This design comes from an exercise in tuning for small area on the open sky130 flow, not from production work.
In this exercise RTL edits were held to simulation tests only and were not proved equivalent to the original.
Power figures rest on the tool's default switching activity, not on a simulated workload.

==> inputs of trial 75 <==
==> flow/design.v <==
module reg_bank_wb #(
  parameter int               DATA_W   = 32,
  parameter int               SP_INDEX = 29,
  parameter logic [DATA_W-1:0] SP_RESET = 227
) (
  input  logic              clk,
  input  logic              reset,
  input  logic              wr_en,
  input  logic [4:0]        wr_addr,
  input  logic [DATA_W-1:0] wr_data,
  input  logic [4:0]        rd_addr1,
  input  logic [4:0]        rd_addr2,
  output logic [DATA_W-1:0] rd_data1,
  output logic [DATA_W-1:0] rd_data2,
  input  logic              dump_start,
  input  logic              dump_ready,
  output logic              dump_valid,
  output logic [4:0]        dump_idx,
  output logic [DATA_W-1:0] dump_data,
  output logic              dump_busy,
  output logic              dump_done
);
  typedef enum logic [1:0] {
    IDLE = 2'd0,
    SCAN = 2'd1,
    DONE = 2'd2
  } dump_state_t;
  logic [DATA_W-1:0] regs [32];
  dump_state_t       state_q, state_d;
  logic [4:0]        idx_q, idx_d;
  logic              wr_live;
  assign wr_live = wr_en && (wr_addr != 5'd0);
  always_ff @(posedge clk) begin
    if (reset) begin
      for (int i = 0; i < 32; i++) begin
        regs[i] <= (i == SP_INDEX) ? SP_RESET : '0;
      end
    end else if (wr_live) begin
      regs[wr_addr] <= wr_data;
    end
  end
  always_comb begin
    rd_data1  = regs[rd_addr1];
    rd_data2  = regs[rd_addr2];
    dump_data = regs[idx_q];
  end
  always_ff @(posedge clk) begin
    if (reset) begin
      state_q <= IDLE;
      idx_q   <= 5'd0;
    end else begin
      state_q <= state_d;
      idx_q   <= idx_d;
    end
  end
  always_comb begin
    state_d    = state_q;
    idx_d      = idx_q;
    dump_valid = 1'b0;
    dump_busy  = 1'b0;
    dump_done  = 1'b0;
    case (state_q)
      IDLE: begin
        if (dump_start) begin
          state_d = SCAN;
          idx_d   = 5'd0;
        end
      end
      SCAN: begin
        dump_valid = 1'b1;
        dump_busy  = 1'b1;
        if (dump_ready) begin
          if (idx_q == 5'd31) begin
            state_d = DONE;
          end else begin
            idx_d = idx_q + 5'd1;
          end
        end
      end
      DONE: begin
        dump_done = 1'b1;
        dump_busy = 1'b1;
        state_d   = IDLE;
        idx_d     = 5'd0;
      end
      default: begin
        state_d = IDLE;
        idx_d   = 5'd0;
      end
    endcase
  end
  assign dump_idx = idx_q;
endmodule
==> flow/run.sh <==
#!/bin/bash
# synth_recipe.tcl (not shown) runs the flow's synth.tcl, then flattens the netlist and writes it again
# the make line also repeats each setting of config.mk as NAME=value (left out here)
make -C /OpenROAD-flow-scripts/flow DESIGN_CONFIG=/design/flow/config.mk WORK_HOME=/design/flow/orfs CLKGATE_MAP_FILE= SYNTH_SCRIPT=/design/flow/synth_recipe.tcl finish
==> flow/config.mk <==
export PLATFORM = sky130hd
export DESIGN_NAME = reg_bank_wb
export DESIGN_NICKNAME = reg_bank_wb
export VERILOG_FILES = /design/flow/design.v
export SDC_FILE = /design/flow/constraint.sdc
export NUM_CORES = 4
export LEC_CHECK = 0
export CAP_MARGIN = 20
export CORE_MARGIN = 2
export CORE_UTILIZATION = 40
export SLEW_MARGIN = 20
==> flow/constraint.sdc <==
create_clock -name core_clock -period 10.0 [get_ports {clk}]
set_input_delay 2.0000 -clock core_clock [delete_from_list [all_inputs] [get_ports {clk}]]
set_output_delay 2.0000 -clock core_clock [all_outputs]
set_load 0.01 [all_outputs]
==> trial 98: changes against trial 75 <==
==> flow/design.v (replaced) <==
module rb_hold (
  input  logic q, w, en, nen,
  output logic d
);
  assign d = (q & nen) | (w & en);
endmodule
module rb_oai2 (
  input  logic a0, n0, a1, n1,
  output logic y
);
  assign y = ~((a0 | n0) & (a1 | n1));
endmodule
module rb_nor16 (
  input  logic [15:0] a,
  output logic        y
);
  assign y = ~(|a);
endmodule
module rb_rdport (
  input  logic [31:1][31:0] q,
  input  logic [31:0]       nsel,
  output logic [31:0]       y
);
  for (genvar b = 0; b < 32; b++) begin : g_bit
    logic [15:0] lo;
    for (genvar g = 0; g < 15; g++) begin : g_grp
      rb_oai2 u_oai (
        .a0(q[2*g+1][b]), .n0(nsel[2*g+1]),
        .a1(q[2*g+2][b]), .n1(nsel[2*g+2]),
        .y(lo[g])
      );
    end
    assign lo[15] = ~((q[31][b] | nsel[31]) & nsel[0]);
    rb_nor16 u_nor (.a(lo), .y(y[b]));
  end
endmodule
module reg_bank_wb (
  input  logic        clk,
  input  logic        reset,
  input  logic        wr_en,
  input  logic [4:0]  wr_addr,
  input  logic [31:0] wr_data,
  input  logic [4:0]  rd_addr1,
  input  logic [4:0]  rd_addr2,
  output logic [31:0] rd_data1,
  output logic [31:0] rd_data2,
  input  logic        dump_start,
  input  logic        dump_ready,
  output logic        dump_valid,
  output logic [4:0]  dump_idx,
  output logic [31:0] dump_data,
  output logic        dump_busy,
  output logic        dump_done
);
  localparam logic [31:0] SP_RESET = 32'd227;
  logic [31:1][31:0] regs, regs_d;
  logic [31:1] ld, nld;
  logic [31:0] wcol, wcol_sp;
  always_comb begin
    for (int r = 1; r < 32; r++)
      ld[r] = reset | (wr_en && (wr_addr == r));
    nld     = ~ld;
    wcol    = reset ? 32'd0 : wr_data;
    wcol_sp = reset ? SP_RESET : wr_data;
  end
  for (genvar r = 1; r < 32; r++) begin : g_row
    for (genvar b = 0; b < 32; b++) begin : g_col
      rb_hold u_hold (
        .q(regs[r][b]), .w((r == 29) ? wcol_sp[b] : wcol[b]),
        .en(ld[r]), .nen(nld[r]), .d(regs_d[r][b])
      );
    end
  end
  always_ff @(posedge clk) regs <= regs_d;
  logic       valid_q, done_q;
  logic [4:0] idx_q;
  always_ff @(posedge clk) begin
    if (reset) begin
      valid_q <= 1'b0;
      done_q  <= 1'b0;
      idx_q   <= 5'd0;
    end else begin
      done_q <= valid_q & dump_ready & (&idx_q);
      if (valid_q) begin
        if (dump_ready) begin
          if (&idx_q) valid_q <= 1'b0;
          else        idx_q   <= idx_q + 5'd1;
        end
      end else if (done_q) begin
        idx_q <= 5'd0;
      end else if (dump_start) begin
        valid_q <= 1'b1;
      end
    end
  end
  assign dump_valid = valid_q;
  assign dump_done  = done_q;
  assign dump_busy  = valid_q | done_q;
  assign dump_idx   = idx_q;
  logic [31:0] nsel1, nsel2, nseld;
  always_comb begin
    for (int r = 0; r < 32; r++) begin
      nsel1[r] = (rd_addr1 != r);
      nsel2[r] = (rd_addr2 != r);
      nseld[r] = (idx_q != r);
    end
  end
  rb_rdport u_rd1 (.q(regs), .nsel(nsel1), .y(rd_data1));
  rb_rdport u_rd2 (.q(regs), .nsel(nsel2), .y(rd_data2));
  rb_rdport u_rdd (.q(regs), .nsel(nseld), .y(dump_data));
endmodule
==> flow/flow/run.sh (new file) <==
#!/bin/bash
# Own layout flow: the standard ORFS flow (standard.sh, unchanged
# synthesis), with two changes to how the layout is built:
#  - port buffers use the smallest buffer, sky130_fd_sc_hd__buf_1;
#  - the clock tree uses larger sink clusters and no dummy loads.
# The make output goes to flow.log; ORFS keeps each step's log under orfs/logs.
set -euo pipefail
export BUFFER_PORTS_ARGS="-buffer_cell sky130_fd_sc_hd__buf_1"
export CTS_ARGS="-sink_clustering_enable -repair_clock_nets -dont_use_dummy_load -sink_clustering_size 26 -sink_clustering_max_diameter 80 -buf_list {sky130_fd_sc_hd__clkbuf_16}"
bash standard.sh > flow.log 2>&1
==> flow/standard.sh (new file) <==
#!/bin/bash
# synth_recipe.tcl (not shown) runs the flow's synth.tcl, then flattens the netlist and writes it again
# the make line also repeats each setting of config.mk as NAME=value (left out here)
make -C /OpenROAD-flow-scripts/flow DESIGN_CONFIG=/design/flow/config.mk WORK_HOME=/design/flow/orfs CLKGATE_MAP_FILE= SYNTH_SCRIPT=/design/flow/synth_recipe.tcl "${@:-finish}"
- CELL_PAD_IN_SITES_DETAIL_PLACEMENT: not set -> 1
- PLACE_DENSITY: not set -> 0.5
- SYNTH_HIERARCHICAL: not set -> 1
- SYNTH_MINIMUM_KEEP_SIZE: not set -> 0
removed: flow/run.sh
==> summary of the runs <==
Of trial 98 and trial 75, trial 98 has the higher register-to-register slack (gap 30 ps).
Of trial 98 and trial 75, trial 75 has the higher sequential share of layout area (gap 2.1 points).
In trial 98 the maximum frequency is lower than in trial 75, by about 0.35%.
Routed wire length: trial 98 is larger than trial 75 (about 5%).
In trial 75 the power is larger than in trial 98, by 31%.
Worst setup slack: trial 75 is higher than trial 98 (27 ps).
Against trial 98, the core utilization of trial 75 is lower by 1.3 points.
Combinational power: trial 75 is larger than trial 98 (about 16%).
Between trial 98 and trial 75, the lower clock skew is in trial 75 (gap 21 ps).

## port drivers added, routing unchanged
The flow's constraints put no driver on any port. The routed layouts listed below were extracted and timed again, unchanged, in two steps.
Step 1, drivers: a clkbuf_16 drives clk and a buf_2 each remaining input, both assumed.
Step 2, shift: input delay + t, output delay - t, t = (earliest + latest rising clock arrival at the registers) / 2. This alone moves slack from input paths to output paths.
Slacks: no drivers / after step 1 / after step 2; pairs: no drivers / after step 1.
run | t, ns | setup slack, ns | worst setup path at the end
trial 75 | 0.841 | 2.330 / 2.273 / 2.273 | input to output
trial 98 | 0.785 | 2.303 / 2.263 / 2.263 | input to output
After both steps setup and hold are still met in every run listed. For trial 75, which loses most, drivers alone change the setup slack by -0.057 ns; drivers and shift together by -0.057 ns.
